What follows belongs to an exercise in optimizing a design on an open flow for small area and few clock cycles; a production flow would make more cautious choices.
Only simulation tests tie the RTL to the original design; equivalence was not proved.
Power and IR drop assume default switching activity.

`design/flow/config.mk`:
```
export PLATFORM = sky130hd
export DESIGN_NAME = led_pixel_spi_encoder_core
export DESIGN_NICKNAME = led_pixel_spi_encoder_core
export VERILOG_FILES = /design/flow/design.v
export SDC_FILE = /design/flow/constraint.sdc
export NUM_CORES = 4
export LEC_CHECK = 0
export CAP_MARGIN = 20
export CORE_MARGIN = 2
export CORE_UTILIZATION = 50
export CTS_BUF_LIST = sky130_fd_sc_hd__clkbuf_8
export PLACE_DENSITY = 0.8
export SETUP_SLACK_MARGIN = 0.1
export SLEW_MARGIN = 20
```
`design/flow/standard.sh`:
```
#!/bin/bash
# synth_recipe.tcl (not shown) runs the flow's synth.tcl, then flattens the netlist and writes it again
# the make line also repeats each setting of config.mk as NAME=value (left out here)
make -C /OpenROAD-flow-scripts/flow DESIGN_CONFIG=/design/flow/config.mk WORK_HOME=/design/flow/orfs CLKGATE_MAP_FILE= SYNTH_SCRIPT=/design/flow/synth_recipe.tcl "${@:-finish}"
```
`design/flow/flow/run.sh`:
```
#!/bin/bash
# Standard ORFS layout, with the port buffers made from the smallest buffer cell.
set -euo pipefail
export BUFFER_PORTS_ARGS="-buffer_cell sky130_fd_sc_hd__buf_1"
bash standard.sh > standard_flow.log 2>&1
```
`design/flow/constraint.sdc`:
```
create_clock -name core_clock -period 5.5 [get_ports {clk}]
set_input_delay 1.1000 -clock core_clock [delete_from_list [all_inputs] [get_ports {clk}]]
set_output_delay 1.1000 -clock core_clock [all_outputs]
set_load 0.01 [all_outputs]
```
`design/flow/design.v`:
```
package lpse_pkg;
	localparam logic       CFG_HUE_MODE  = 1'b0;
	localparam logic       CFG_GRB_ORDER = 1'b1;
	localparam logic [7:0] HUE_SPAN      = 8'd43;
	localparam logic [3:0] LAST_PIX_IDX  = 4'd11;
	localparam logic [3:0] LAST_LATCH_IDX = 4'd14;
	localparam logic [3:0] LAST_STEP     = 4'd11;
endpackage
module led_pixel_spi_encoder_core (
	input  logic                 clk,
	input  logic                 arst_n,
	input  logic                 psel,
	input  logic                 penable,
	input  logic                 pwrite,
	input  logic [2:0]           paddr,
	input  logic [31:0]          pwdata,
	output logic [31:0]          prdata,
	output logic                 pready,
	input  logic                 pix_valid,
	output logic                 pix_stall,
	input  logic [24:0]          pix,
	output logic                 spi_valid,
	input  logic                 spi_stall,
	output logic [8:0]           spi
);
	logic hue_mode_q, grb_order_q;
	assign pready = 1'b1;
	always_ff @(posedge clk or negedge arst_n) begin
		if (!arst_n) begin
			hue_mode_q  <= 1'b0;
			grb_order_q <= 1'b1;
		end else if (psel && penable && pwrite) begin
			if (paddr[2] == lpse_pkg::CFG_GRB_ORDER) grb_order_q <= pwdata[0];
			else                                     hue_mode_q  <= pwdata[0];
		end
	end
	assign prdata = {31'd0, (paddr[2] == lpse_pkg::CFG_GRB_ORDER) ? grb_order_q : hue_mode_q};
	logic [7:0] h_i, s_i, v_i;
	logic       last_i;
	assign h_i    = pix[24:17];
	assign s_i    = pix[16:9];
	assign v_i    = pix[8:1];
	assign last_i = pix[0];
	logic [2:0] rgn;
	logic [7:0] rem, rem_sel, rem_q;
	function automatic logic ge_const(input logic [7:0] a, input logic [7:0] k);
		logic g;
		g = 1'b1;
		for (int i = 0; i < 8; i++) g = k[i] ? (a[i] && g) : (a[i] || g);
		ge_const = g;
	endfunction
	function automatic logic [9:0] add3(input logic [9:0] a, input logic [9:0] b,
			input logic [9:0] c);
		logic [9:0] s, cy, r;
		logic       k;
		s  = a ^ b ^ c;
		cy = {((a[8:0] & b[8:0]) | (a[8:0] & c[8:0]) | (b[8:0] & c[8:0])), 1'b0};
		k  = 1'b0;
		for (int i = 0; i < 10; i++) begin
			r[i] = s[i] ^ cy[i] ^ k;
			k    = (s[i] & cy[i]) | (s[i] & k) | (cy[i] & k);
		end
		add3 = r;
	endfunction
	function automatic logic [9:0] add3_csel(input logic [9:0] a, input logic [9:0] b,
			input logic [9:0] c);
		logic [9:0] s, cy, r, r0, r1;
		logic       k, k0, k1;
		s  = a ^ b ^ c;
		cy = {((a[8:0] & b[8:0]) | (a[8:0] & c[8:0]) | (b[8:0] & c[8:0])), 1'b0};
		k  = 1'b0;
		for (int i = 0; i < 6; i++) begin
			r[i] = s[i] ^ cy[i] ^ k;
			k    = (s[i] & cy[i]) | (s[i] & k) | (cy[i] & k);
		end
		k0 = 1'b0;
		k1 = 1'b1;
		r0 = '0;
		r1 = '0;
		for (int i = 6; i < 10; i++) begin
			r0[i] = s[i] ^ cy[i] ^ k0;
			k0    = (s[i] & cy[i]) | (s[i] & k0) | (cy[i] & k0);
			r1[i] = s[i] ^ cy[i] ^ k1;
			k1    = (s[i] & cy[i]) | (s[i] & k1) | (cy[i] & k1);
		end
		r[9:6] = k ? r1[9:6] : r0[9:6];
		add3_csel = r;
	endfunction
	logic [4:0] ge;
	logic [6:0] neg_rgn;
	logic [9:0] rem3;
	always_comb begin
		ge[0] = ge_const(h_i, 8'(1 * lpse_pkg::HUE_SPAN));
		ge[1] = ge_const(h_i, 8'(2 * lpse_pkg::HUE_SPAN));
		ge[2] = ge_const(h_i, 8'(3 * lpse_pkg::HUE_SPAN));
		ge[3] = ge_const(h_i, 8'(4 * lpse_pkg::HUE_SPAN));
		ge[4] = ge_const(h_i, 8'(5 * lpse_pkg::HUE_SPAN));
		rgn[2] = ge[3];
		rgn[1] = ge[1] && !ge[3];
		rgn[0] = (ge[0] && !ge[1]) || (ge[2] && !ge[3]) || ge[4];
		unique case (rgn)
			3'd0:    neg_rgn = 7'd0;
			3'd1:    neg_rgn = 7'd127;
			3'd2:    neg_rgn = 7'd126;
			3'd3:    neg_rgn = 7'd125;
			3'd4:    neg_rgn = 7'd124;
			default: neg_rgn = 7'd123;
		endcase
		rem3    = add3({3'd0, h_i[6:0]}, {3'd0, h_i[5:0], 1'b0}, {3'd0, neg_rgn});
		rem     = {rem3[6:0], 1'b0};
		rem_sel = rgn[0] ? rem : ~rem;
	end
	always_ff @(posedge clk) begin
		rem_q <= rem_sel;
	end
	logic        busy_q, last_q, ok_q;
	logic [3:0]  cnt_q;
	logic [23:0] word_q;
	logic [7:0]  acc_q;
	logic        adv, ok, fin, ser_done, take, conv, wr;
	logic [3:0]  cnt_inc;
	logic        cnt_ge11;
	assign cnt_inc  = {cnt_q[3] ^ (&cnt_q[2:0]), cnt_q[2] ^ (&cnt_q[1:0]), cnt_q[1] ^ cnt_q[0], !cnt_q[0]};
	assign cnt_ge11 = cnt_q[3] && (cnt_q[2] || (cnt_q[1] && cnt_q[0]));
	assign fin      = (cnt_q == (last_q ? lpse_pkg::LAST_LATCH_IDX : lpse_pkg::LAST_PIX_IDX));
	assign ser_done = busy_q && !spi_stall && fin;
	assign ok       = (cnt_q == 4'd0) ? pix_valid : ok_q;
	assign conv     = !hue_mode_q || (ok && cnt_ge11);
	assign take     = pix_valid && conv && (busy_q ? ser_done : 1'b1);
	assign pix_stall = !take;
	assign adv      = busy_q ? !spi_stall : (pix_valid && hue_mode_q);
	assign wr       = adv && hue_mode_q && !cnt_ge11;
	always_ff @(posedge clk or negedge arst_n) begin
		if (!arst_n) begin
			busy_q <= 1'b0;
			cnt_q  <= '0;
		end else if (take) begin
			busy_q <= 1'b1;
			cnt_q  <= '0;
		end else if (ser_done || (!busy_q && !pix_valid)) begin
			busy_q <= 1'b0;
			cnt_q  <= '0;
		end else if (adv) begin
			cnt_q  <= cnt_inc;
		end
	end
	always_ff @(posedge clk) begin
		if (take) begin
			last_q <= last_i;
			ok_q   <= 1'b0;
		end else if (ser_done || (!busy_q && !pix_valid)) begin
			ok_q   <= 1'b0;
		end else if (adv) begin
			ok_q   <= ok;
		end
	end
	logic [1:0] ph, pr;
	logic [7:0] mcand, mplier, acc_in, prod;
	logic [1:0] mbits;
	logic [9:0] sum;
	always_comb begin
		ph = cnt_q[3] ? 2'd2 : {1'b0, cnt_q[2]};
		pr = (cnt_q[3] && cnt_q[2]) ? 2'd3 : cnt_q[1:0];
		unique case (ph)
			2'd0:    begin mcand = v_i;   mplier = ~s_i;          acc_in = acc_q;        end
			2'd1:    begin mcand = rem_q; mplier = s_i;           acc_in = word_q[23:16]; end
			default: begin mcand = v_i;   mplier = ~word_q[23:16]; acc_in = word_q[15:8];  end
		endcase
		if (pr == 2'd0) acc_in = 8'd0;
		mbits = mplier[{pr, 1'b0} +: 2];
		sum   = add3_csel({2'b00, acc_in}, {2'b00, mcand & {8{mbits[0]}}},
			{1'b0, mcand & {8{mbits[1]}}, 1'b0});
		prod  = sum[9:2];
	end
	always_ff @(posedge clk) begin
		if (wr && ph == 2'd0) acc_q <= prod;
	end
	logic [7:0] r_n, g_n, b_n, p_n, qt_n;
	logic [23:0] word_n;
	assign p_n  = acc_q;
	assign qt_n = prod;
	always_comb begin
		r_n = h_i;
		g_n = s_i;
		b_n = v_i;
		if (hue_mode_q) begin
			if (s_i == 8'd0) begin
				r_n = v_i; g_n = v_i; b_n = v_i;
			end else begin
				unique case (rgn)
					3'd0:    begin r_n = v_i;  g_n = qt_n; b_n = p_n;  end
					3'd1:    begin r_n = qt_n; g_n = v_i;  b_n = p_n;  end
					3'd2:    begin r_n = p_n;  g_n = v_i;  b_n = qt_n; end
					3'd3:    begin r_n = p_n;  g_n = qt_n; b_n = v_i;  end
					3'd4:    begin r_n = qt_n; g_n = p_n;  b_n = v_i;  end
					default: begin r_n = v_i;  g_n = p_n;  b_n = qt_n; end
				endcase
			end
		end
		word_n = grb_order_q ? {g_n, r_n, b_n} : {r_n, g_n, b_n};
	end
	always_ff @(posedge clk) begin
		if (take) begin
			word_q <= word_n;
		end else if (wr && ph == 2'd1) begin
			word_q[23:16] <= prod;
		end else if (wr && ph == 2'd2) begin
			word_q[15:8] <= prod;
		end
	end
	logic [1:0] bits;
	logic       latch_byte;
	always_comb begin
		unique case (cnt_q)
			4'd0:    bits = word_q[23:22];
			4'd1:    bits = word_q[21:20];
			4'd2:    bits = word_q[19:18];
			4'd3:    bits = word_q[17:16];
			4'd4:    bits = word_q[15:14];
			4'd5:    bits = word_q[13:12];
			4'd6:    bits = word_q[11:10];
			4'd7:    bits = word_q[9:8];
			4'd8:    bits = word_q[7:6];
			4'd9:    bits = word_q[5:4];
			4'd10:   bits = word_q[3:2];
			4'd11:   bits = word_q[1:0];
			default: bits = 2'b00;
		endcase
	end
	assign latch_byte = cnt_q[3] && cnt_q[2];
	assign spi_valid  = busy_q;
	assign spi = {!latch_byte, bits[1], 2'b00, !latch_byte, bits[0],
		2'b00, fin};
endmodule
```
==> impl_metrics.xml, run 1 <==
<?xml version="1.0" encoding="UTF-8"?>
<metrics>
  <group name="logic_synthesis">
    <metric name="ys.flop_type" unit="">sky130_fd_sc_hd__edfxtp_1</metric>
    <metric name="synth_seq_area_share" unit="%">28.25</metric>
    <metric name="yosysWarningCount" unit="">1</metric>
    <metric name="synth.largest_area_cell" unit="">sky130_fd_sc_hd__edfxtp_1</metric>
    <metric name="async_flop_share" unit="%">14.29</metric>
    <metric name="syn-cell-area" unit="sq um">4770</metric>
    <metric name="ys_seq_elements" unit="">49</metric>
    <metric name="synth_enable_flop_cells" unit="">33</metric>
    <metric name="yosysUniqueCellTypes" unit="">75</metric>
    <metric name="yosysTopAreaCellShare" unit="%">20.78</metric>
    <metric name="syn_avg_cell_area" unit="sq um">9.137</metric>
    <metric name="post_synth_main_area_contributors" unit="">sky130_fd_sc_hd__edfxtp_1 (21%), sky130_fd_sc_hd__fa_1 (8.4%), sky130_fd_sc_hd__buf_4 (6.6%), sky130_fd_sc_hd__mux2i_1 (6.3%), sky130_fd_sc_hd__nor2_1 (4.4%)</metric>
    <metric name="synth_cells" unit="">522</metric>
  </group>
  <group name="finish">
    <metric name="multi_input_comb_area" unit="sq um">3194</metric>
    <metric name="final_layout_size_suffix_gt1_share" unit="%">16.96</metric>
    <metric name="sequential_cell_area" unit="sq um">1349</metric>
    <metric name="finish.instance_area" unit="sq um">5329</metric>
    <metric name="antenna_diodes" unit="">0</metric>
    <metric name="syn2layout_area_growth" unit="%">11.73</metric>
    <metric name="design.final.nets" unit="">674</metric>
    <metric name="nFillCells" unit="">805</metric>
  </group>
  <group name="detailed_routing">
    <metric name="average_routed_wire_per_standard_cell" unit="um">19.32</metric>
    <metric name="drt_first_pass_iters" unit="">8</metric>
    <metric name="antenna_violating_nets_post_route" unit="">0</metric>
    <metric name="vias" unit="">4152</metric>
    <metric name="finalWirelength" unit="um">13550</metric>
    <metric name="detailedRoute.firstIterationViolations" unit="">536</metric>
    <metric name="vias_per_cell" unit="">5.923</metric>
    <metric name="route.detailed.drc" unit="">0</metric>
  </group>
  <group name="sta">
    <metric name="timing.final.crit_share" unit="%">97.89</metric>
    <metric name="finalSetupViolations" unit="">0</metric>
    <metric name="setup_total_negative_slack" unit="ps">0</metric>
    <metric name="hold_violation_count_in_the_final_report" unit="">0</metric>
    <metric name="finalClockSkew" unit="ps">13.34</metric>
    <metric name="worst_slew_pin_slew" unit="ps">779.3</metric>
    <metric name="slew_headroom" unit="%">47.70</metric>
    <metric name="rsz0062_at_grt" unit="">true</metric>
    <metric name="period_minus_slack" unit="ps">5384</metric>
    <metric name="final_slew_viol_count" unit="">0</metric>
    <metric name="max_freq" unit="MHz">185.7</metric>
  </group>
  <group name="run_status">
    <metric name="run_status" unit="">complete, no violations</metric>
  </group>
  <group name="floorplanning">
    <metric name="io-pin-count" unit="">111</metric>
    <metric name="start_util" unit="%">51.62</metric>
    <metric name="core-area" unit="sq um">9240</metric>
    <metric name="die_width" unit="um">101.7</metric>
    <metric name="fp-row-count" unit="">35</metric>
    <metric name="chipHeight" unit="um">101.7</metric>
    <metric name="design.die.area" unit="sq um">10340</metric>
  </group>
  <group name="power">
    <metric name="ir_drop" unit="uV">442.0</metric>
    <metric name="power-per-cell-area" unit="nW/um^2">839.6</metric>
    <metric name="power_leakage" unit="nW">2.150</metric>
  </group>
  <group name="setup_path">
    <metric name="critPathArrivalTime" unit="ps">5560</metric>
    <metric name="setup.worst_path.end_class" unit="">flop</metric>
    <metric name="critical_path_required" unit="ps">5680</metric>
    <metric name="setup.worst_path.start_class" unit="">input port</metric>
    <metric name="worst-path-max-fanout" unit="">4</metric>
    <metric name="crit_type" unit="">in2reg</metric>
    <metric name="ff2ff_path_depth" unit="">19</metric>
  </group>
  <group name="clock_tree">
    <metric name="cts_buffer_depth" unit="">2</metric>
    <metric name="clock_tree_root_buffer_cell" unit="">sky130_fd_sc_hd__clkbuf_8</metric>
    <metric name="clk-insertion-delay-late" unit="ps">310</metric>
    <metric name="clock_h_tree_levels" unit="">2</metric>
    <metric name="cts.hold.buffers_added" unit="">0</metric>
    <metric name="clock_tree_from_tritoncts" unit="">done</metric>
    <metric name="clk_transition_reported_paths" unit="ps">90</metric>
    <metric name="tritoncts.num_buffers" unit="">5</metric>
    <metric name="clock-sinks" unit="">49</metric>
  </group>
  <group name="global_routing">
    <metric name="first_pass_grt_wire_length" unit="um">20760</metric>
    <metric name="number_of_antenna_violations_at_the_first_check_in_global_routing" unit="">0</metric>
    <metric name="grt.overflow.total" unit="">0</metric>
    <metric name="grt.total_usage" unit="%">26.22</metric>
    <metric name="first_global_vias" unit="">3889</metric>
    <metric name="grt_start_max_net_pins" unit="">27</metric>
  </group>
  <group name="min_path">
    <metric name="min_delay_path_depth" unit="">2</metric>
    <metric name="hp-class" unit="">reg2reg</metric>
  </group>
  <group name="run">
    <metric name="maxCapViolations" unit="">0</metric>
  </group>
  <group name="place">
    <metric name="postPlaceCellArea" unit="sq um">5061</metric>
    <metric name="finalWeightedCongestion" unit="">0.9634</metric>
    <metric name="portBuffers" unit="">41</metric>
    <metric name="dpl.hpwl" unit="um">10640</metric>
  </group>
</metrics>
-- power by group --
group / switching [mW] / internal (mW)
sequential: 0.132 / 0.768
clock: 0.133 / 0.134
combinational: 1.86 / 1.45
total: 2.12 / 2.35
-- kinds of logic (layout without fill, tap and decap cells) --
group	Yosys count	after routing	share of synthesized area, %
and+or+nand+nor	155	155	15.77
muxes	32	32	6.768
AOI/OAI and AO/OA	141	141	22.35
adders and majority gates	36	36	12.59
DFF	49	49	28.25
buffers and inverters	91	107	11.18
xor gates and xnor gates	16	16	2.938
other	2	36	0.1575
-- flip-flops by register name, summed over array words and instances, names as in the netlist --
signal and count:
cnt_q 4, last_q 1, acc_q 8, word_q 24, grb_order_q 1, ok_q 1, hue_mode_q 1, rem_q 8
busy_q 1
-- cell usage after synthesis, types with 4 or more instances --
| master | n |
|---|---|
| sky130_fd_sc_hd__nor2_1 | 56 |
| sky130_fd_sc_hd__buf_4 | 42 |
| sky130_fd_sc_hd__nand2_1 | 36 |
| sky130_fd_sc_hd__edfxtp_1 | 33 |
| sky130_fd_sc_hd__mux2i_1 | 30 |
| sky130_fd_sc_hd__a21oi_1 | 26 |
| sky130_fd_sc_hd__inv_1 | 24 |
| sky130_fd_sc_hd__o21ai_0 | 24 |
| sky130_fd_sc_hd__fa_1 | 20 |
| sky130_fd_sc_hd__a22oi_1 | 17 |
| sky130_fd_sc_hd__ha_1 | 16 |
| sky130_fd_sc_hd__nand3_1 | 13 |
| sky130_fd_sc_hd__buf_2 | 9 |
| sky130_fd_sc_hd__dfxtp_1 | 9 |
| sky130_fd_sc_hd__xnor2_1 | 9 |
| sky130_fd_sc_hd__clkbuf_1 | 8 |
| sky130_fd_sc_hd__o21ai_1 | 8 |
| sky130_fd_sc_hd__nand2b_1 | 7 |
| sky130_fd_sc_hd__xor2_1 | 7 |
| sky130_fd_sc_hd__a221o_1 | 6 |
| sky130_fd_sc_hd__a22o_1 | 6 |
| sky130_fd_sc_hd__and3_1 | 6 |
| sky130_fd_sc_hd__dfrtp_1 | 6 |
| sky130_fd_sc_hd__nor2b_1 | 6 |
| sky130_fd_sc_hd__nor3_1 | 6 |
| sky130_fd_sc_hd__o22ai_1 | 6 |
| sky130_fd_sc_hd__a221oi_1 | 4 |
| sky130_fd_sc_hd__a41oi_2 | 4 |
| sky130_fd_sc_hd__and2_1 | 4 |
-- area by class of cell --
class	count	area share, %
clock buffer	5	1.291
clock inverter	3	0.7748
inverter	26	1.831
multi-input combinational	416	59.94
sequential	49	25.31
tap	129	3.029
timing repair buffer	73	7.819
-- critical path, stage by stage --
cell                       delay [ps]
sky130_fd_sc_hd__buf_8            100
sky130_fd_sc_hd__mux2i_4          140
sky130_fd_sc_hd__xnor2_1          130
sky130_fd_sc_hd__nor2_1            60
sky130_fd_sc_hd__a31oi_1          190
sky130_fd_sc_hd__o22ai_2          190
sky130_fd_sc_hd__or2_4            270
sky130_fd_sc_hd__fa_1             550
sky130_fd_sc_hd__inv_2             50
sky130_fd_sc_hd__fa_2             370
sky130_fd_sc_hd__fa_2             370
sky130_fd_sc_hd__fa_2             350
sky130_fd_sc_hd__fa_2             400
sky130_fd_sc_hd__nand2b_4         180
sky130_fd_sc_hd__a21oi_4          220
sky130_fd_sc_hd__o21bai_4          80
sky130_fd_sc_hd__o311ai_4         310
sky130_fd_sc_hd__mux2i_1          140
sky130_fd_sc_hd__a21oi_2          170
sky130_fd_sc_hd__o211a_1          180
-- timing repair --
item / CTS / global route
gates resized for setup: 1 / 34
setup endpoints to repair: 4 / 12
setup buffers: 1 / 3
hold endpoints to repair: 0 / 0
pin swaps: 4 / 27
-- path summary, 6_finish.rpt --
kind	end	slack (ps)	from
hold / removal	ok_q	520	ok_q
max in group asynchronous	grb_order_q	4520	arst_n
setup / recovery	word_q[23]	120	pix[9]
setup reg to reg	word_q[23]	270	cnt_q[1]
min in group asynchronous	hue_mode_q	660	arst_n
hold reg to reg	ok_q	520	ok_q
-- cells in the final DEF (no fill, tap or decap), types with 3 or more instances in the layout --
cell type and instances:
sky130_fd_sc_hd__inv_2 3, sky130_fd_sc_hd__and2_1 4, sky130_fd_sc_hd__xnor2_1 9, sky130_fd_sc_hd__nand3_1 13
sky130_fd_sc_hd__o21ai_1 11, sky130_fd_sc_hd__dfxtp_1 9, sky130_fd_sc_hd__mux2i_1 29, sky130_fd_sc_hd__a41oi_2 4
sky130_fd_sc_hd__dfrtp_1 5, sky130_fd_sc_hd__ha_1 16, sky130_fd_sc_hd__nor2_1 55, sky130_fd_sc_hd__nor3_1 5
sky130_fd_sc_hd__a221o_1 6, sky130_fd_sc_hd__xor2_1 6, sky130_fd_sc_hd__buf_4 33, sky130_fd_sc_hd__o211ai_1 3
sky130_fd_sc_hd__fa_2 4, sky130_fd_sc_hd__a22oi_1 16, sky130_fd_sc_hd__a221oi_1 3, sky130_fd_sc_hd__o21ai_0 21
sky130_fd_sc_hd__buf_1 38, sky130_fd_sc_hd__a22o_1 6, sky130_fd_sc_hd__o211a_1 3, sky130_fd_sc_hd__and3_1 6
sky130_fd_sc_hd__inv_1 23, sky130_fd_sc_hd__nand2_1 36, sky130_fd_sc_hd__fa_1 16, sky130_fd_sc_hd__conb_1 36
sky130_fd_sc_hd__o22ai_1 4, sky130_fd_sc_hd__clkbuf_8 5, sky130_fd_sc_hd__nand2b_1 5, sky130_fd_sc_hd__edfxtp_1 33
sky130_fd_sc_hd__nor2b_1 5, sky130_fd_sc_hd__a21oi_1 23
-- metal layers --
metal  GRT usage, %  part of all wire (%)  vias to the layer above
met5              0                     0                        -
met4          8.524                   3.0                        0
met3          3.520                   8.2                       47
met2          42.36                    47                      231
met1          36.48                    42                     1959
li1               -                     -                     1915
-- metrics by stage --
step	utilization (%)	hold slack [ps]	setup slack [ps]	cells	power [mW]
2_1_floorplan	-	463.9	109.1	556	3.123
3_3_place_gp	54.77	479.8	-166.6	689	3.783
6_report	57.67	517.1	115.9	701	4.474
3_5_place_dp	54.77	493.3	-274.8	689	3.880
5_1_grt	57.67	626.0	-58.18	701	4.799
4_1_cts	56.06	516.1	104.9	698	4.150
Testbench counts, summed over its fixed seeds: cycles 26,240.
==> run 2, diff against run 1 <==
==> design/flow/flow/run.sh (replaced) <==
#!/bin/bash
# Standard ORFS layout with two changes: the port buffers use the smallest buffer cell, and
# clock tree synthesis inserts no dummy loads.
set -euo pipefail
export BUFFER_PORTS_ARGS="-buffer_cell sky130_fd_sc_hd__buf_1"
export CTS_ARGS="-sink_clustering_enable -repair_clock_nets -buf_list sky130_fd_sc_hd__clkbuf_8 -dont_use_dummy_load"
bash standard.sh > standard_flow.log 2>&1
==> impl_metrics.xml, run 2 <==
<?xml version="1.0" encoding="UTF-8"?>
<metrics>
  <group name="global_routing">
    <metric name="grt_start_max_net_pins" unit="">27</metric>
    <metric name="number_of_antenna_violations_at_the_first_check_in_global_routing" unit="">0</metric>
    <metric name="grt.overflow.total" unit="">0</metric>
    <metric name="first_pass_grt_wire_length" unit="um">20670</metric>
    <metric name="first_global_vias" unit="">3893</metric>
    <metric name="grt.total_usage" unit="%">26.09</metric>
  </group>
  <group name="logic_synthesis">
    <metric name="syn-cell-area" unit="sq um">4770</metric>
    <metric name="synth_top_family_by_area" unit="">compound AO/OA/AOI/OAI gates</metric>
    <metric name="syn_avg_cell_area" unit="sq um">9.137</metric>
    <metric name="synth_enable_flop_cells" unit="">33</metric>
    <metric name="yosys.area_share.xor_xnor" unit="%">2.938</metric>
    <metric name="yosysUniqueCellTypes" unit="">75</metric>
    <metric name="synthMostInstantiatedCell" unit="">sky130_fd_sc_hd__nor2_1</metric>
    <metric name="synth_cells" unit="">522</metric>
    <metric name="post_synth_main_area_contributors" unit="">sky130_fd_sc_hd__edfxtp_1 (21%), sky130_fd_sc_hd__fa_1 (8.4%), sky130_fd_sc_hd__buf_4 (6.6%), sky130_fd_sc_hd__mux2i_1 (6.3%), sky130_fd_sc_hd__nor2_1 (4.4%)</metric>
    <metric name="ys.flop_type" unit="">sky130_fd_sc_hd__edfxtp_1</metric>
    <metric name="synth_seq_area_share" unit="%">28.25</metric>
    <metric name="yosysWarningCount" unit="">1</metric>
    <metric name="yosysTopAreaCellShare" unit="%">20.78</metric>
    <metric name="synth-simple-area-share" unit="%">15.77</metric>
    <metric name="synth.top_cells.by_count" unit="">sky130_fd_sc_hd__nor2_1 (56), sky130_fd_sc_hd__buf_4 (42), sky130_fd_sc_hd__nand2_1 (36), sky130_fd_sc_hd__edfxtp_1 (33), sky130_fd_sc_hd__mux2i_1 (30)</metric>
    <metric name="post_synth_adder_cell_area" unit="%">12.59</metric>
    <metric name="synthMuxAreaShare" unit="%">6.768</metric>
    <metric name="ys_seq_elements" unit="">49</metric>
    <metric name="synth.largest_area_cell" unit="">sky130_fd_sc_hd__edfxtp_1</metric>
    <metric name="synth_compound_gate_area_share" unit="%">22.35</metric>
    <metric name="async_flop_share" unit="%">14.29</metric>
  </group>
  <group name="min_path">
    <metric name="hp-class" unit="">reg2reg</metric>
  </group>
  <group name="run_status">
    <metric name="run_status" unit="">complete, no violations</metric>
  </group>
  <group name="finish">
    <metric name="mostFrequentLayoutCells" unit="">sky130_fd_sc_hd__nor2_1 (55), sky130_fd_sc_hd__buf_1 (38), sky130_fd_sc_hd__nand2_1 (36), sky130_fd_sc_hd__conb_1 (36), sky130_fd_sc_hd__edfxtp_1 (33)</metric>
    <metric name="syn2layout_area_growth" unit="%">10.68</metric>
    <metric name="top_regs" unit="">word_q (24), acc_q (8), rem_q (8)</metric>
    <metric name="final_util" unit="%">57.13</metric>
    <metric name="layout.cells.most_common" unit="">sky130_fd_sc_hd__nor2_1</metric>
    <metric name="largest_register_ffs" unit="">24</metric>
    <metric name="multi_input_comb_area" unit="sq um">3198</metric>
    <metric name="design.final.nets" unit="">673</metric>
    <metric name="max_flop_register" unit="">word_q</metric>
    <metric name="sequential_cell_area" unit="sq um">1348</metric>
    <metric name="nFillCells" unit="">811</metric>
    <metric name="final_layout_size_suffix_gt1_share" unit="%">16.37</metric>
    <metric name="antenna_diodes" unit="">0</metric>
  </group>
  <group name="detailed_routing">
    <metric name="antenna_violating_nets_post_route" unit="">0</metric>
    <metric name="average_routed_wire_per_standard_cell" unit="um">19.39</metric>
    <metric name="route.detailed.drc" unit="">0</metric>
    <metric name="vias" unit="">4175</metric>
    <metric name="finalWirelength" unit="um">13510</metric>
    <metric name="detailedRoute.firstIterationViolations" unit="">491</metric>
    <metric name="vias_per_cell" unit="">5.990</metric>
    <metric name="drt_first_pass_iters" unit="">6</metric>
  </group>
  <group name="clock_tree">
    <metric name="cts_buffer_depth" unit="">2</metric>
    <metric name="clock-sinks" unit="">49</metric>
    <metric name="tritoncts.num_buffers" unit="">5</metric>
    <metric name="clock_tree_from_tritoncts" unit="">done</metric>
    <metric name="clk_transition_reported_paths" unit="ps">90</metric>
    <metric name="clk-insertion-delay-late" unit="ps">300</metric>
    <metric name="clock_tree_root_buffer_cell" unit="">sky130_fd_sc_hd__clkbuf_8</metric>
    <metric name="clock_h_tree_levels" unit="">2</metric>
  </group>
  <group name="place">
    <metric name="finalWeightedCongestion" unit="">0.9634</metric>
    <metric name="dpl.hpwl" unit="um">10640</metric>
    <metric name="pre_cts_slack" unit="ps">-274.8</metric>
    <metric name="portBuffers" unit="">41</metric>
  </group>
  <group name="sta">
    <metric name="final_slew_viol_count" unit="">0</metric>
    <metric name="max_freq" unit="MHz">188.5</metric>
    <metric name="period_minus_slack" unit="ps">5305</metric>
    <metric name="slew_headroom" unit="%">46.80</metric>
    <metric name="timing.final.crit_share" unit="%">96.45</metric>
    <metric name="hold_violation_count_in_the_final_report" unit="">0</metric>
    <metric name="finalClockSkew" unit="ps">8.024</metric>
    <metric name="finalWorstSetupSlack" unit="ps">195.5</metric>
    <metric name="finalSetupViolations" unit="">0</metric>
    <metric name="worst_slew_pin_slew" unit="ps">792.7</metric>
    <metric name="rsz0062_at_grt" unit="">true</metric>
    <metric name="setup_total_negative_slack" unit="ps">0</metric>
  </group>
  <group name="floorplanning">
    <metric name="start_util" unit="%">51.62</metric>
    <metric name="io-pin-count" unit="">111</metric>
    <metric name="core-area" unit="sq um">9240</metric>
    <metric name="fp-row-count" unit="">35</metric>
    <metric name="chipHeight" unit="um">101.7</metric>
    <metric name="die_width" unit="um">101.7</metric>
    <metric name="design.die.area" unit="sq um">10340</metric>
  </group>
  <group name="power">
    <metric name="power-per-cell-area" unit="nW/um^2">841.2</metric>
    <metric name="ir_drop" unit="uV">464.7</metric>
    <metric name="power_leakage" unit="nW">2.131</metric>
  </group>
  <group name="setup_path">
    <metric name="critical_path_required" unit="ps">5550</metric>
    <metric name="setup.worst_path.end_class" unit="">flop</metric>
    <metric name="crit_type" unit="">in2reg</metric>
    <metric name="setup.worst_path.start_class" unit="">input port</metric>
    <metric name="worst-path-max-fanout" unit="">4</metric>
    <metric name="critPathArrivalTime" unit="ps">5360</metric>
  </group>
  <group name="run">
    <metric name="maxCapViolations" unit="">0</metric>
  </group>
</metrics>
==> run 2: cell type report <==
| class | count | share of cell area (%) |
|---|---|---|
| well taps | 129 | 3.058 |
| repair buffers | 72 | 7.680 |
| inverters | 26 | 1.849 |
| flip-flops and latches | 49 | 25.53 |
| multi-input cells | 416 | 60.58 |
| clock buffers | 5 | 1.304 |
==> run 2: routing by layer <==
metal | up-vias | global-route usage, % | wire, um
li1 | 1913 | - | -
met1 | 1963 | 36.09 | 5496
met2 | 255 | 42.61 | 6395
met3 | 44 | 3.313 | 1213
met4 | 0 | 8.316 | 409
met5 | - | 0 | 0
==> run 2: path summary, 6_finish.rpt <==
kind / slack [ps] / from / to / cells past startpoint
max reg2reg: 260 / cnt_q[0] / word_q[22] / 19
min reg2reg: 510 / ok_q / ok_q / 2
max: 200 / pix[12] / word_q[22] / 18
min in group asynchronous: 670 / arst_n / cnt_q[1] / 1
min: 510 / ok_q / ok_q / 2
max in group asynchronous: 4520 / arst_n / grb_order_q / 1
==> run 2: power by group <==
| part | switching (mW) | internal (mW) | total [mW] |
|---|---|---|---|
| Combinational | 1.88 | 1.47 | 3.34 |
| Sequential | 0.129 | 0.767 | 0.896 |
| Clock | 0.118 | 0.0825 | 0.201 |
==> run 2: worst max-delay path, cell delays in order <==
cell                        delay, ps
sky130_fd_sc_hd__buf_4            130
sky130_fd_sc_hd__nor3_2           150
sky130_fd_sc_hd__a2111oi_2         80
sky130_fd_sc_hd__o221a_2          320
sky130_fd_sc_hd__or3_4            390
sky130_fd_sc_hd__fa_1             550
sky130_fd_sc_hd__inv_2             50
sky130_fd_sc_hd__fa_2             360
sky130_fd_sc_hd__fa_2             350
sky130_fd_sc_hd__fa_2             350
sky130_fd_sc_hd__fa_2             410
sky130_fd_sc_hd__nand2b_4         120
sky130_fd_sc_hd__a21oi_4           80
sky130_fd_sc_hd__or3_4            350
sky130_fd_sc_hd__a41oi_1          210
sky130_fd_sc_hd__o21ai_1          120
sky130_fd_sc_hd__mux2i_1          150
sky130_fd_sc_hd__o21ai_1           90
==> run 2: through the flow <==
stage / power (mW) / hold slack [ps] / instance area (sq um) / std cells
after floorplan: 3.123 / 463.9 / 4981 / 556
after global placement: 3.783 / 479.8 / 5061 / 689
after detailed placement: 3.880 / 493.3 / 5061 / 689
after CTS: 4.104 / 514.7 / 5154 / 695
after global routing: 4.770 / 624.0 / 5279 / 697
final: 4.441 / 511.3 / 5279 / 697
==> run 2: logic make-up after synthesis <==
logic type	count (synthesis)
AOI/OAI and AO/OA	141
xor gates and xnor gates	16
adders and majority gates	36
buffers and inverters	91
DFF	49
muxes	32
other	2
and+or+nand+nor	155
==> run 2: repair_timing <==
action | CTS | global route
setup endpoints to repair | 4 | 12
hold buffers | 0 | 0
pin swaps | 5 | 19
setup buffers | 1 | 2
gates resized for setup | 4 | 29
==> run 3, diff against run 2 <==
--- a/design/flow/design.v
+++ b/design/flow/design.v
@@ -157,5 +157,5 @@
 	logic [1:0] ph, pr;
 	logic [7:0] mcand, mplier, acc_in, prod;
-	logic [1:0] mbits;
+	logic [1:0] mbits, s_pair, w_pair;
 	logic [9:0] sum;
 	always_comb begin
@@ -168,5 +168,7 @@
 		endcase
 		if (pr == 2'd0) acc_in = 8'd0;
-		mbits = mplier[{pr, 1'b0} +: 2];
+		s_pair = s_i[{pr, 1'b0} +: 2];
+		w_pair = word_q[{2'd2, pr, 1'b0} +: 2];
+		mbits  = (ph == 2'd2) ? ~w_pair : (s_pair ^ {2{ph == 2'd0}});
 		sum   = add3_csel({2'b00, acc_in}, {2'b00, mcand & {8{mbits[0]}}},
 			{1'b0, mcand & {8{mbits[1]}}, 1'b0});
@@ -176,35 +178,44 @@
 		if (wr && ph == 2'd0) acc_q <= prod;
 	end
-	logic [7:0] r_n, g_n, b_n, p_n, qt_n;
-	logic [23:0] word_n;
-	assign p_n  = acc_q;
-	assign qt_n = prod;
-	always_comb begin
-		r_n = h_i;
-		g_n = s_i;
-		b_n = v_i;
+	logic [1:0] r_s, g_s, b_s;       
+	logic [1:0] c0_s, c1_s, c2_s;    
+	logic [7:0] oth0, oth1, oth2;
+	logic [2:0] qt_sel;
+	always_comb begin
+		unique case (rgn)
+			3'd0:    begin r_s = 2'd0; g_s = 2'd2; b_s = 2'd1; end
+			3'd1:    begin r_s = 2'd2; g_s = 2'd0; b_s = 2'd1; end
+			3'd2:    begin r_s = 2'd1; g_s = 2'd0; b_s = 2'd2; end
+			3'd3:    begin r_s = 2'd1; g_s = 2'd2; b_s = 2'd0; end
+			3'd4:    begin r_s = 2'd2; g_s = 2'd1; b_s = 2'd0; end
+			default: begin r_s = 2'd0; g_s = 2'd1; b_s = 2'd2; end
+		endcase
+		if (s_i == 8'd0) begin
+			r_s = 2'd0; g_s = 2'd0; b_s = 2'd0;
+		end
+		c0_s = grb_order_q ? g_s : r_s;
+		c1_s = grb_order_q ? r_s : g_s;
+		c2_s = b_s;
 		if (hue_mode_q) begin
-			if (s_i == 8'd0) begin
-				r_n = v_i; g_n = v_i; b_n = v_i;
-			end else begin
-				unique case (rgn)
-					3'd0:    begin r_n = v_i;  g_n = qt_n; b_n = p_n;  end
-					3'd1:    begin r_n = qt_n; g_n = v_i;  b_n = p_n;  end
-					3'd2:    begin r_n = p_n;  g_n = v_i;  b_n = qt_n; end
-					3'd3:    begin r_n = p_n;  g_n = qt_n; b_n = v_i;  end
-					3'd4:    begin r_n = qt_n; g_n = p_n;  b_n = v_i;  end
-					default: begin r_n = v_i;  g_n = p_n;  b_n = qt_n; end
-				endcase
-			end
-		end
-		word_n = grb_order_q ? {g_n, r_n, b_n} : {r_n, g_n, b_n};
-	end
-	always_ff @(posedge clk) begin
+			oth0 = (c0_s == 2'd1) ? acc_q : v_i;
+			oth1 = (c1_s == 2'd1) ? acc_q : v_i;
+			oth2 = (c2_s == 2'd1) ? acc_q : v_i;
+			qt_sel = {c0_s == 2'd2, c1_s == 2'd2, c2_s == 2'd2};
+		end else begin
+			oth0 = grb_order_q ? s_i : h_i;
+			oth1 = grb_order_q ? h_i : s_i;
+			oth2 = v_i;
+			qt_sel = 3'b000;
+		end
+	end
+	always_ff @(posedge clk) begin
+		if (take || (wr && ph == 2'd1)) begin
+			word_q[23:16] <= (take && !qt_sel[2]) ? oth0 : prod;
+		end
+		if (take || (wr && ph == 2'd2)) begin
+			word_q[15:8]  <= (take && !qt_sel[1]) ? oth1 : prod;
+		end
 		if (take) begin
-			word_q <= word_n;
-		end else if (wr && ph == 2'd1) begin
-			word_q[23:16] <= prod;
-		end else if (wr && ph == 2'd2) begin
-			word_q[15:8] <= prod;
+			word_q[7:0]   <= qt_sel[0] ? prod : oth2;
 		end
 	end
==> impl_metrics.xml, run 3 <==
<?xml version="1.0" encoding="UTF-8"?>
<metrics>
  <group name="run_status">
    <metric name="run_status" unit="">complete, no violations</metric>
  </group>
  <group name="power">
    <metric name="ir_drop" unit="uV">369.0</metric>
    <metric name="power_leakage" unit="nW">2.038</metric>
    <metric name="total_power" unit="mW">3.980</metric>
    <metric name="power-per-cell-area" unit="nW/um^2">809.4</metric>
  </group>
  <group name="finish">
    <metric name="final_layout_size_suffix_gt1_share" unit="%">12.23</metric>
    <metric name="top_regs" unit="">word_q (24), acc_q (8), rem_q (8)</metric>
    <metric name="syn2layout_area_growth" unit="%">8.205</metric>
    <metric name="antenna_diodes" unit="">0</metric>
    <metric name="finish.instance_area" unit="sq um">4917</metric>
    <metric name="mostFrequentLayoutCells" unit="">sky130_fd_sc_hd__nor2_1 (54), sky130_fd_sc_hd__buf_1 (41), sky130_fd_sc_hd__mux2i_1 (39), sky130_fd_sc_hd__conb_1 (36)</metric>
    <metric name="final_util" unit="%">56.11</metric>
    <metric name="design.final.nets" unit="">653</metric>
    <metric name="largest_register_ffs" unit="">24</metric>
    <metric name="final-instance-count-excl-fill" unit="">656</metric>
    <metric name="layout.cells.most_common" unit="">sky130_fd_sc_hd__nor2_1</metric>
    <metric name="max_flop_register" unit="">word_q</metric>
  </group>
  <group name="logic_synthesis">
    <metric name="yosysWarningCount" unit="">1</metric>
    <metric name="yosysTopAreaCellShare" unit="%">21.81</metric>
    <metric name="async_flop_share" unit="%">14.29</metric>
    <metric name="synth_seq_area_share" unit="%">29.65</metric>
    <metric name="synth_cells" unit="">497</metric>
    <metric name="syn_avg_cell_area" unit="sq um">9.144</metric>
    <metric name="synth.largest_area_cell" unit="">sky130_fd_sc_hd__edfxtp_1</metric>
    <metric name="synth_enable_flop_cells" unit="">33</metric>
    <metric name="synthMostInstantiatedCell" unit="">sky130_fd_sc_hd__nor2_1</metric>
    <metric name="ys.flop_type" unit="">sky130_fd_sc_hd__edfxtp_1</metric>
    <metric name="ys_seq_elements" unit="">49</metric>
    <metric name="synth.top_cells.by_count" unit="">sky130_fd_sc_hd__nor2_1 (58), sky130_fd_sc_hd__mux2i_1 (39), sky130_fd_sc_hd__buf_4 (38), sky130_fd_sc_hd__edfxtp_1 (33), sky130_fd_sc_hd__nand2_1 (33)</metric>
    <metric name="yosysUniqueCellTypes" unit="">64</metric>
    <metric name="syn-cell-area" unit="sq um">4544</metric>
    <metric name="post_synth_main_area_contributors" unit="">sky130_fd_sc_hd__edfxtp_1 (22%), sky130_fd_sc_hd__fa_1 (8.8%), sky130_fd_sc_hd__mux2i_1 (8.6%), sky130_fd_sc_hd__buf_4 (6.3%), sky130_fd_sc_hd__nor2_1 (4.8%)</metric>
  </group>
  <group name="global_routing">
    <metric name="first_pass_grt_wire_length" unit="um">20180</metric>
    <metric name="grt.overflow.total" unit="">0</metric>
    <metric name="grt_start_max_net_pins" unit="">36</metric>
    <metric name="number_of_antenna_violations_at_the_first_check_in_global_routing" unit="">0</metric>
    <metric name="grt.total_usage" unit="%">26.15</metric>
    <metric name="first_global_vias" unit="">3764</metric>
  </group>
  <group name="clock_tree">
    <metric name="clk-insertion-delay-late" unit="ps">310</metric>
    <metric name="clk_transition_reported_paths" unit="ps">100</metric>
    <metric name="clock_tree_root_buffer_cell" unit="">sky130_fd_sc_hd__clkbuf_8</metric>
    <metric name="clock_tree_from_tritoncts" unit="">done</metric>
    <metric name="clock-sinks" unit="">49</metric>
    <metric name="clock_h_tree_levels" unit="">2</metric>
    <metric name="cts_buffer_depth" unit="">2</metric>
    <metric name="cts.hold.buffers_added" unit="">0</metric>
    <metric name="tritoncts.num_buffers" unit="">5</metric>
  </group>
  <group name="detailed_routing">
    <metric name="detailedRoute.firstIterationViolations" unit="">347</metric>
    <metric name="route.detailed.drc" unit="">0</metric>
    <metric name="average_routed_wire_per_standard_cell" unit="um">18.63</metric>
    <metric name="vias_per_cell" unit="">6.049</metric>
    <metric name="drt_first_pass_iters" unit="">5</metric>
    <metric name="finalWirelength" unit="um">12220</metric>
    <metric name="antenna_violating_nets_post_route" unit="">0</metric>
    <metric name="vias" unit="">3968</metric>
  </group>
  <group name="setup_path">
    <metric name="worst-path-max-fanout" unit="">3</metric>
    <metric name="critPathArrivalTime" unit="ps">5200</metric>
    <metric name="critical_path_required" unit="ps">5520</metric>
    <metric name="setup.worst_path.end_class" unit="">flop</metric>
    <metric name="setup.worst_path.start_class" unit="">input port</metric>
    <metric name="crit_type" unit="">in2reg</metric>
  </group>
  <group name="sta">
    <metric name="worst_slew_pin_slew" unit="ps">1097</metric>
    <metric name="setup_total_negative_slack" unit="ps">0</metric>
    <metric name="finalWorstSetupSlack" unit="ps">324.5</metric>
    <metric name="timing.final.crit_share" unit="%">94.10</metric>
    <metric name="hold_violation_count_in_the_final_report" unit="">0</metric>
    <metric name="hold-worst-slack" unit="ps">515.9</metric>
    <metric name="finalClockSkew" unit="ps">17.13</metric>
    <metric name="period_minus_slack" unit="ps">5175</metric>
    <metric name="slew_headroom" unit="%">26.31</metric>
    <metric name="max_freq" unit="MHz">193.2</metric>
    <metric name="final_slew_viol_count" unit="">0</metric>
    <metric name="rsz0062_at_grt" unit="">false</metric>
    <metric name="finalSetupViolations" unit="">0</metric>
  </group>
  <group name="place">
    <metric name="portBuffers" unit="">41</metric>
    <metric name="pre_cts_slack" unit="ps">-278.8</metric>
    <metric name="placed_cells_incl_taps" unit="">649</metric>
    <metric name="dpl.hpwl" unit="um">9683</metric>
    <metric name="finalWeightedCongestion" unit="">0.9866</metric>
    <metric name="postPlaceCellArea" unit="sq um">4811</metric>
  </group>
  <group name="floorplanning">
    <metric name="fp-row-count" unit="">34</metric>
    <metric name="die_width" unit="um">99.34</metric>
    <metric name="start_util" unit="%">51.86</metric>
    <metric name="design.die.area" unit="sq um">9867</metric>
    <metric name="core-area" unit="sq um">8763</metric>
    <metric name="io-pin-count" unit="">111</metric>
    <metric name="chipHeight" unit="um">99.34</metric>
  </group>
  <group name="min_path">
    <metric name="hp-class" unit="">reg2reg</metric>
  </group>
  <group name="run">
    <metric name="maxCapViolations" unit="">0</metric>
  </group>
</metrics>
run 3: what timing repair did:
item	in CTS	in global routing
hold endpoints to repair	0	0
resized for setup	1	8
setup buffers	1	0
setup endpoints to repair	4	13
pin swaps	1	3
run 3: cell families (layout without fill, tap and decap cells):
family	count (synthesis)	count (layout)	synth area share (%)
simple gates	135	135	13.88
compound gates	128	128	20.04
buf+inv	89	106	10.68
flops	49	49	29.65
mux	41	41	9.086
fa+ha+maj	36	36	13.22
xor+xnor	17	17	3.276
other cells	2	36	0.1653
run 3: path summary, 6_finish.rpt:
path,startpoint,end,slack [ps],cells after the start
hold / removal,ok_q,ok_q,520,2
hold reg to reg,ok_q,ok_q,520,2
setup / recovery,pix[11],word_q[13],320,21
setup reg to reg,cnt_q[0],word_q[13],480,21
max in group asynchronous,arst_n,grb_order_q,4460,1
min in group asynchronous,arst_n,cnt_q[1],690,1
run 3: power by group:
group	leakage (nW)	internal, mW	total, mW	switching, mW
logic	1.54	1.22	2.87	1.65
clock network	0.0359	0.0825	0.201	0.118
registers	0.458	0.776	0.909	0.133
run 3: area by class of cell:
type                       count  area, sq um
clock buffer                   5        68.82
fill                         786         3846
inverter                      30        112.6
multi-input combinational    393         2877
sequential                    49         1348
tap                          108        135.1
timing repair buffer          71        376.6
run 3: per-layer routing:
| metal | wire (um) | GRT usage (%) | share of wire, % | vias up |
|---|---|---|---|---|
| li1 | - | - | - | 1806 |
| met1 | 5022 | 36.65 | 41 | 1916 |
| met2 | 5719 | 42.00 | 47 | 209 |
| met3 | 1011 | 2.952 | 8.3 | 37 |
| met4 | 465 | 9.694 | 3.8 | 0 |
| met5 | 0 | 0 | 0 | - |
run 3: critical path, stage by stage:
cell,delay (ps)
sky130_fd_sc_hd__buf_1,100
sky130_fd_sc_hd__mux2_2,270
sky130_fd_sc_hd__o22ai_1,120
sky130_fd_sc_hd__a21oi_1,90
sky130_fd_sc_hd__xnor2_1,220
sky130_fd_sc_hd__o21ai_2,110
sky130_fd_sc_hd__nor2_2,150
sky130_fd_sc_hd__fa_1,430
sky130_fd_sc_hd__o21ai_0,90
sky130_fd_sc_hd__nor4_1,90
sky130_fd_sc_hd__fa_2,420
sky130_fd_sc_hd__fa_2,400
sky130_fd_sc_hd__fa_2,400
sky130_fd_sc_hd__fa_2,380
sky130_fd_sc_hd__a21oi_2,200
sky130_fd_sc_hd__buf_4,130
sky130_fd_sc_hd__xnor2_1,100
sky130_fd_sc_hd__buf_4,160
sky130_fd_sc_hd__inv_1,50
sky130_fd_sc_hd__nand2_1,80
sky130_fd_sc_hd__o41ai_2,100
Testbench counts of run 3, summed over its fixed seeds: cycles 26,240.
==> run 4, diff against run 3 <==
--- a/design/flow/config.mk
+++ b/design/flow/config.mk
@@ -11,4 +11,4 @@
 export CTS_BUF_LIST = sky130_fd_sc_hd__clkbuf_8
 export PLACE_DENSITY = 0.8
-export SETUP_SLACK_MARGIN = 0.1
+export SETUP_SLACK_MARGIN = 0
 export SLEW_MARGIN = 20
==> impl_metrics.xml, run 4 <==
<?xml version="1.0" encoding="UTF-8"?>
<metrics>
  <group name="sta">
    <metric name="final_slew_viol_count" unit="">0</metric>
    <metric name="finalWorstSetupSlack" unit="ps">227.3</metric>
    <metric name="period_minus_slack" unit="ps">5273</metric>
    <metric name="setup_total_negative_slack" unit="ps">0</metric>
    <metric name="worst_slew_pin_slew" unit="ps">1049</metric>
    <metric name="max_freq" unit="MHz">189.7</metric>
    <metric name="hold-worst-slack" unit="ps">594.6</metric>
    <metric name="rsz0062_at_grt" unit="">false</metric>
    <metric name="finalSetupViolations" unit="">0</metric>
    <metric name="slew_headroom" unit="%">30.07</metric>
    <metric name="finalClockSkew" unit="ps">22.50</metric>
    <metric name="hold_violation_count_in_the_final_report" unit="">0</metric>
    <metric name="timing.final.crit_share" unit="%">95.87</metric>
  </group>
  <group name="setup_path">
    <metric name="cp_slowest_cell" unit="">sky130_fd_sc_hd__fa_1</metric>
    <metric name="setup.worst_path.end_class" unit="">flop</metric>
    <metric name="crit_type" unit="">in2reg</metric>
    <metric name="critical_path_required" unit="ps">5540</metric>
    <metric name="critPathArrivalTime" unit="ps">5310</metric>
    <metric name="worst-path-max-fanout" unit="">3</metric>
    <metric name="critPathTopFamily" unit="">adder cells</metric>
    <metric name="largest_stage_delay_worst_path" unit="ps">470</metric>
    <metric name="worst-path-buf-inv" unit="">2</metric>
    <metric name="critical-path-top-cell-by-count" unit="">sky130_fd_sc_hd__fa_2</metric>
    <metric name="crit_path_cell_trace" unit="">buf_1 -&gt; a211o_1 -&gt; a21oi_2 -&gt; nor2_2 -&gt; xnor2_1 -&gt; o21a_1 -&gt; nor2_2 -&gt; fa_1 -&gt; o21ai_0 -&gt; nor4_1 -&gt; fa_2 -&gt; fa_2 -&gt; fa_2 -&gt; fa_2 -&gt; nor2_1 -&gt; a21oi_2 -&gt; a21oi_2 -&gt; xor2_2 -&gt; inv_1 -&gt; nand2_1 -&gt; o41ai_2</metric>
    <metric name="setup.worst_path.start_class" unit="">input port</metric>
  </group>
  <group name="global_routing">
    <metric name="first_global_vias" unit="">3797</metric>
    <metric name="grt.overflow.total" unit="">0</metric>
    <metric name="grt_start_max_net_pins" unit="">36</metric>
    <metric name="first_pass_grt_wire_length" unit="um">20360</metric>
    <metric name="number_of_antenna_violations_at_the_first_check_in_global_routing" unit="">0</metric>
    <metric name="grt.total_usage" unit="%">26.33</metric>
  </group>
  <group name="detailed_routing">
    <metric name="antenna_violating_nets_post_route" unit="">0</metric>
    <metric name="route.detailed.drc" unit="">0</metric>
    <metric name="vias" unit="">3956</metric>
    <metric name="drt_first_pass_iters" unit="">5</metric>
    <metric name="average_routed_wire_per_standard_cell" unit="um">19.47</metric>
    <metric name="detailedRoute.firstIterationViolations" unit="">466</metric>
    <metric name="vias_per_cell" unit="">6.067</metric>
    <metric name="finalWirelength" unit="um">12690</metric>
  </group>
  <group name="clock_tree">
    <metric name="tritoncts.num_buffers" unit="">5</metric>
    <metric name="clock_tree_root_buffer_cell" unit="">sky130_fd_sc_hd__clkbuf_8</metric>
    <metric name="clock_h_tree_levels" unit="">2</metric>
    <metric name="cts_buffer_depth" unit="">2</metric>
    <metric name="clock_tree_from_tritoncts" unit="">done</metric>
    <metric name="clk_transition_reported_paths" unit="ps">90</metric>
    <metric name="clock-sinks" unit="">49</metric>
    <metric name="clk-insertion-delay-late" unit="ps">300</metric>
  </group>
  <group name="finish">
    <metric name="nFillCells" unit="">797</metric>
    <metric name="final-instance-count-excl-fill" unit="">652</metric>
    <metric name="top_regs" unit="">word_q (24), acc_q (8), rem_q (8)</metric>
    <metric name="syn2layout_area_growth" unit="%">8.122</metric>
    <metric name="finish.instance_area" unit="sq um">4913</metric>
    <metric name="largest_register_ffs" unit="">24</metric>
    <metric name="final_layout_size_suffix_gt1_share" unit="%">11.95</metric>
    <metric name="final_util" unit="%">56.07</metric>
    <metric name="mostFrequentLayoutCells" unit="">sky130_fd_sc_hd__nor2_1 (55), sky130_fd_sc_hd__buf_1 (41), sky130_fd_sc_hd__mux2i_1 (39), sky130_fd_sc_hd__conb_1 (36)</metric>
    <metric name="antenna_diodes" unit="">0</metric>
    <metric name="max_flop_register" unit="">word_q</metric>
    <metric name="layout.cells.most_common" unit="">sky130_fd_sc_hd__nor2_1</metric>
    <metric name="design.final.nets" unit="">649</metric>
  </group>
  <group name="power">
    <metric name="power_leakage" unit="nW">2.024</metric>
    <metric name="combinationalPowerShare" unit="%">71.8</metric>
    <metric name="p_int" unit="mW">2.018</metric>
    <metric name="power.switching_fraction" unit="%">49.02</metric>
    <metric name="power.sequential.fraction" unit="%">23.2</metric>
    <metric name="total_power" unit="mW">3.958</metric>
    <metric name="ir_drop" unit="uV">371.3</metric>
    <metric name="clockPowerShare" unit="%">5.0</metric>
    <metric name="power-per-cell-area" unit="nW/um^2">805.5</metric>
    <metric name="p_switching" unit="mW">1.940</metric>
  </group>
  <group name="floorplanning">
    <metric name="io-pin-count" unit="">111</metric>
    <metric name="die_width" unit="um">99.34</metric>
    <metric name="fp-row-count" unit="">34</metric>
    <metric name="start_util" unit="%">51.86</metric>
    <metric name="design.die.area" unit="sq um">9867</metric>
    <metric name="core-area" unit="sq um">8763</metric>
    <metric name="chipHeight" unit="um">99.34</metric>
  </group>
  <group name="logic_synthesis">
    <metric name="synth.top_cells.by_count" unit="">sky130_fd_sc_hd__nor2_1 (58), sky130_fd_sc_hd__mux2i_1 (39), sky130_fd_sc_hd__buf_4 (38), sky130_fd_sc_hd__edfxtp_1 (33), sky130_fd_sc_hd__nand2_1 (33)</metric>
    <metric name="post_synth_main_area_contributors" unit="">sky130_fd_sc_hd__edfxtp_1 (22%), sky130_fd_sc_hd__fa_1 (8.8%), sky130_fd_sc_hd__mux2i_1 (8.6%), sky130_fd_sc_hd__buf_4 (6.3%), sky130_fd_sc_hd__nor2_1 (4.8%)</metric>
    <metric name="synthMostInstantiatedCell" unit="">sky130_fd_sc_hd__nor2_1</metric>
    <metric name="synth_seq_area_share" unit="%">29.65</metric>
    <metric name="ys_seq_elements" unit="">49</metric>
    <metric name="syn-cell-area" unit="sq um">4544</metric>
    <metric name="yosysTopAreaCellShare" unit="%">21.81</metric>
    <metric name="yosysUniqueCellTypes" unit="">64</metric>
    <metric name="yosysWarningCount" unit="">1</metric>
    <metric name="syn_avg_cell_area" unit="sq um">9.144</metric>
    <metric name="synth.largest_area_cell" unit="">sky130_fd_sc_hd__edfxtp_1</metric>
    <metric name="async_flop_share" unit="%">14.29</metric>
    <metric name="synth_enable_flop_cells" unit="">33</metric>
    <metric name="ys.flop_type" unit="">sky130_fd_sc_hd__edfxtp_1</metric>
    <metric name="synth_cells" unit="">497</metric>
  </group>
  <group name="place">
    <metric name="placed_cells_incl_taps" unit="">646</metric>
    <metric name="postPlaceCellArea" unit="sq um">4785</metric>
    <metric name="portBuffers" unit="">41</metric>
    <metric name="pre_cts_slack" unit="ps">-428.0</metric>
    <metric name="dpl.hpwl" unit="um">9912</metric>
    <metric name="finalWeightedCongestion" unit="">0.9572</metric>
  </group>
  <group name="run">
    <metric name="maxCapViolations" unit="">0</metric>
  </group>
  <group name="run_status">
    <metric name="run_status" unit="">complete, no violations</metric>
  </group>
  <group name="min_path">
    <metric name="hp-class" unit="">reg2reg</metric>
  </group>
</metrics>
==> run 4: final timing paths <==
path,from,end,slack (ps),cells past startpoint
min in group asynchronous,arst_n,busy_q,690,1
max,pix[14],word_q[14],230,21
min reg2reg,ok_q,ok_q,590,2
max in group asynchronous,arst_n,grb_order_q,4460,1
max reg2reg,cnt_q[0],word_q[14],400,20
min,ok_q,ok_q,590,2
==> run 4: layout make-up <==
type                       count  area, sq um  share of cell area, %
tap                          108        135.1                  2.750
inverter                      30        112.6                  2.292
multi-input combinational    393         2903                  59.08
timing repair buffer          67        346.6                  7.054
sequential                    49         1348                  27.43
clock buffer                   5        68.82                  1.401
==> run 4: power groups by stage <==
stage          sequential, mW  combinational (mW)  clock, mW
6_report                0.920                2.84      0.198
5_1_grt                 0.932                3.09      0.209
4_1_cts                 0.912                2.69      0.196
3_5_place_dp            0.920                2.60          0
3_3_place_gp            0.912                2.50          0
2_1_floorplan           0.835                1.80          0
==> run 4: what timing repair did <==
action	in CTS	in global routing
pin swaps	1	4
endpoints found under the setup margin	7	10
hold buffers	0	0
buffers inserted	0	0
gates resized for setup	6	8
==> run 4: worst min-delay path: cells and delay by family (launching register included) <==
kind	cells	cell delay [ps]
mux	1	80
simple gates	1	120
flops	1	350
==> run 4: cell families (layout without fill, tap and decap cells) <==
group / count (synthesis) / in the layout / synth area share, %
XOR/XNOR: 17 / 17 / 3.276
multiplexers: 41 / 41 / 9.086
AND/OR/NAND/NOR: 135 / 135 / 13.88
adder cells (fa/ha/maj): 36 / 36 / 13.22
buffers and inverters: 89 / 102 / 10.68
other: 2 / 36 / 0.1653
flip-flops: 49 / 49 / 29.65
AO/OA/AOI/OAI: 128 / 128 / 20.04
==> run 4: routing by layer <==
metal / track usage (%) / wire (um) / up-vias
met3: 3.443 / 1036 / 48
met5: 0 / 0 / -
li1: - / - / 1793
met4: 9.378 / 474 / 0
met2: 43.35 / 6066 / 250
met1: 35.85 / 5114 / 1865
==> run 5, diff against run 4 <==
==> design/flow/flow/run.sh (replaced) <==
#!/bin/bash
# Standard ORFS layout with three changes: the port buffers use the smallest buffer cell, the
# buffers synthesis inserted are removed at floorplan (timing-driven global placement, which
# would otherwise remove them, is off in config.mk), and clock tree synthesis inserts no dummy
# loads.
set -euo pipefail
export BUFFER_PORTS_ARGS="-buffer_cell sky130_fd_sc_hd__buf_1"
export REMOVE_ABC_BUFFERS=1
export CTS_ARGS="-sink_clustering_enable -repair_clock_nets -buf_list sky130_fd_sc_hd__clkbuf_8 -dont_use_dummy_load"
bash standard.sh > standard_flow.log 2>&1
--- a/design/flow/config.mk
+++ b/design/flow/config.mk
@@ -10,5 +10,5 @@
 export CORE_UTILIZATION = 50
 export CTS_BUF_LIST = sky130_fd_sc_hd__clkbuf_8
-export PLACE_DENSITY = 0.8
-export SETUP_SLACK_MARGIN = 0
+export GPL_TIMING_DRIVEN = 0
+export SETUP_SLACK_MARGIN = 0.1
 export SLEW_MARGIN = 20
==> impl_metrics.xml, run 5 <==
<?xml version="1.0" encoding="UTF-8"?>
<metrics>
  <group name="sta">
    <metric name="hold_violation_count_in_the_final_report" unit="">0</metric>
    <metric name="period_minus_slack" unit="ps">5255</metric>
    <metric name="finalSetupViolations" unit="">0</metric>
    <metric name="slew_headroom" unit="%">26.39</metric>
    <metric name="finalClockSkew" unit="ps">23.44</metric>
    <metric name="worst_slew_pin_slew" unit="ps">1100</metric>
    <metric name="rsz0062_at_grt" unit="">true</metric>
    <metric name="timing.final.crit_share" unit="%">95.54</metric>
    <metric name="hold-worst-slack" unit="ps">520.5</metric>
  </group>
  <group name="clock_tree">
    <metric name="clk-insertion-delay-late" unit="ps">310</metric>
    <metric name="clock_tree_from_tritoncts" unit="">done</metric>
    <metric name="cts_buffer_depth" unit="">2</metric>
    <metric name="clock_h_tree_levels" unit="">2</metric>
    <metric name="clock-sinks" unit="">49</metric>
    <metric name="clock_tree_root_buffer_cell" unit="">sky130_fd_sc_hd__clkbuf_8</metric>
  </group>
  <group name="logic_synthesis">
    <metric name="async_flop_share" unit="%">14.29</metric>
    <metric name="synth_compound_gate_area_share" unit="%">20.04</metric>
    <metric name="syn-cell-area" unit="sq um">4544</metric>
    <metric name="synth.top_cells.by_count" unit="">sky130_fd_sc_hd__nor2_1 (58), sky130_fd_sc_hd__mux2i_1 (39), sky130_fd_sc_hd__buf_4 (38), sky130_fd_sc_hd__edfxtp_1 (33), sky130_fd_sc_hd__nand2_1 (33)</metric>
    <metric name="synth_enable_flop_cells" unit="">33</metric>
    <metric name="synth_top_family_by_area" unit="">compound AO/OA/AOI/OAI gates</metric>
    <metric name="post_synth_main_area_contributors" unit="">sky130_fd_sc_hd__edfxtp_1 (22%), sky130_fd_sc_hd__fa_1 (8.8%), sky130_fd_sc_hd__mux2i_1 (8.6%), sky130_fd_sc_hd__buf_4 (6.3%), sky130_fd_sc_hd__nor2_1 (4.8%)</metric>
    <metric name="synth.largest_area_cell" unit="">sky130_fd_sc_hd__edfxtp_1</metric>
    <metric name="post_synth_adder_cell_area" unit="%">13.22</metric>
    <metric name="syn_avg_cell_area" unit="sq um">9.144</metric>
    <metric name="yosysWarningCount" unit="">1</metric>
    <metric name="ys_seq_elements" unit="">49</metric>
    <metric name="synthMuxAreaShare" unit="%">9.086</metric>
    <metric name="ys.flop_type" unit="">sky130_fd_sc_hd__edfxtp_1</metric>
    <metric name="yosysTopAreaCellShare" unit="%">21.81</metric>
    <metric name="synth-simple-area-share" unit="%">13.88</metric>
    <metric name="synth_cells" unit="">497</metric>
  </group>
  <group name="power">
    <metric name="p_int" unit="mW">1.958</metric>
    <metric name="combinationalPowerShare" unit="%">68.8</metric>
    <metric name="power-per-cell-area" unit="nW/um^2">778.5</metric>
    <metric name="power_leakage" unit="nW">1.953</metric>
    <metric name="power.switching_fraction" unit="%">47.87</metric>
    <metric name="p_switching" unit="mW">1.798</metric>
  </group>
  <group name="detailed_routing">
    <metric name="vias_per_cell" unit="">6.042</metric>
    <metric name="finalWirelength" unit="um">13050</metric>
    <metric name="drt_first_pass_iters" unit="">5</metric>
    <metric name="route.detailed.drc" unit="">0</metric>
    <metric name="detailedRoute.firstIterationViolations" unit="">392</metric>
    <metric name="vias" unit="">3843</metric>
  </group>
  <group name="finish">
    <metric name="layout.cells.most_common" unit="">sky130_fd_sc_hd__nor2_1</metric>
    <metric name="nFillCells" unit="">836</metric>
    <metric name="syn2layout_area_growth" unit="%">6.195</metric>
    <metric name="mostFrequentLayoutCells" unit="">sky130_fd_sc_hd__nor2_1 (54), sky130_fd_sc_hd__buf_1 (40), sky130_fd_sc_hd__mux2i_1 (39), sky130_fd_sc_hd__conb_1 (36)</metric>
    <metric name="final_layout_size_suffix_gt1_share" unit="%">10.04</metric>
    <metric name="largest_register_ffs" unit="">24</metric>
    <metric name="max_flop_register" unit="">word_q</metric>
  </group>
  <group name="floorplanning">
    <metric name="start_util" unit="%">51.86</metric>
    <metric name="die_width" unit="um">99.34</metric>
    <metric name="fp-row-count" unit="">34</metric>
    <metric name="core-area" unit="sq um">8763</metric>
  </group>
  <group name="global_routing">
    <metric name="grt.overflow.total" unit="">0</metric>
    <metric name="grt.total_usage" unit="%">27.14</metric>
    <metric name="grt_start_max_net_pins" unit="">36</metric>
    <metric name="number_of_antenna_violations_at_the_first_check_in_global_routing" unit="">0</metric>
    <metric name="first_global_vias" unit="">3695</metric>
  </group>
  <group name="setup_path">
    <metric name="critical_path_required" unit="ps">5540</metric>
    <metric name="worst_setup_path_startpoint" unit="">pix[14]</metric>
    <metric name="critPathArrivalTime" unit="ps">5290</metric>
    <metric name="crit_type" unit="">in2reg</metric>
    <metric name="setup.worst_path.end_class" unit="">flop</metric>
    <metric name="setup.worst_path.start_class" unit="">input port</metric>
  </group>
  <group name="run_status">
    <metric name="run_status" unit="">complete, no violations</metric>
  </group>
  <group name="run">
    <metric name="maxCapViolations" unit="">0</metric>
  </group>
  <group name="place">
    <metric name="dpl.hpwl" unit="um">9854</metric>
    <metric name="finalWeightedCongestion" unit="">0.9257</metric>
  </group>
  <group name="min_path">
    <metric name="min-delay-start" unit="">ok_q</metric>
  </group>
</metrics>
[run 5: area by class of cell]
cell class	instances	area (sq um)	area share, %
Multi-Input combinational cell	393	2919	60.49
Sequential cell	49	1354	28.05
Timing Repair Buffer	51	236.5	4.900
Tap cell	108	135.1	2.800
Inverter	30	112.6	2.333
Clock buffer	5	68.82	1.426
[run 5: metal layers]
metal	track usage, %	wire length (um)	up-vias
met3	3.022	831	26
met2	43.97	6188	201
met1	37.75	5676	1846
li1	-	-	1770
met5	0	0	-
met4	9.905	357	0
[run 5: timing repair]
item / 4_1_cts / 5_1_grt
buffers inserted: 4 / 0
resized for setup: 15 / 10
hold buffers: 0 / 0
setup endpoints to repair: 20 / 13
cloned: 0 / 0
pin swaps: 8 / 11
[run 5: cell families after synthesis]
| group | Yosys count |
|---|---|
| AOI/OAI and AO/OA | 128 |
| xor gates and xnor gates | 17 |
| adders and majority gates | 36 |
| buffers and inverters | 89 |
| DFF | 49 |
| muxes | 41 |
| other | 2 |
| and+or+nand+nor | 135 |
[run 5: power by group through the flow]
stage / Clock (mW) / Sequential [mW] / Combinational [mW]
finish: 0.202 / 0.969 / 2.59
global route: 0.217 / 0.990 / 2.86
CTS: 0.204 / 0.960 / 2.49
detailed placement: 0 / 0.966 / 2.29
global placement: 0 / 0.973 / 2.21
floorplan: 0 / 0.900 / 1.69
[run 5: through the flow]
step	setup TNS (ps)	util [%]	area, sq um	cells	setup WS [ps]
floorplan	-82.44	-	4299	472	-82.44
global placement	-14490	52.36	4588	621	-1107
detailed placement	-14790	52.87	4633	626	-1143
CTS	0	54.54	4780	635	109.5
global route	0	55.07	4826	636	87.56
finish	0	55.07	4826	636	245.3
[run 5: worst paths after layout]
check / slack, ps / to / cells past startpoint
worst max-delay path: 250 / word_q[14] / 20
worst min-delay path: 520 / ok_q / 2
worst max register to register: 380 / word_q[14] / 19
worst min register to register: 520 / ok_q / 2
max in group asynchronous: 4450 / grb_order_q / 1
min in group asynchronous: 700 / cnt_q[1] / 1
[run 5: critical path, stage by stage]
cell and delay, ps:
sky130_fd_sc_hd__buf_1 140, sky130_fd_sc_hd__a211o_1 250, sky130_fd_sc_hd__a21oi_1 160, sky130_fd_sc_hd__nor2_1 100, sky130_fd_sc_hd__xnor2_1 140, sky130_fd_sc_hd__o21a_2 250, sky130_fd_sc_hd__buf_4 140, sky130_fd_sc_hd__nor2_1 150
sky130_fd_sc_hd__fa_1 460, sky130_fd_sc_hd__fa_2 420, sky130_fd_sc_hd__fa_2 360, sky130_fd_sc_hd__fa_2 370, sky130_fd_sc_hd__fa_2 410, sky130_fd_sc_hd__nor2_2 110, sky130_fd_sc_hd__a21oi_2 70, sky130_fd_sc_hd__a21oi_4 200
sky130_fd_sc_hd__xor2_2 210, sky130_fd_sc_hd__inv_1 90, sky130_fd_sc_hd__nand2_1 80, sky130_fd_sc_hd__o41ai_2 90

Setup slack of run 5, layout unchanged: 0.245 ns with ideal ports, 0.258 ns with driving cells assumed (clock clkbuf_16, inputs buf_2), -0.069 ns with port delays also shifted by the 0.327 ns mid clock arrival.
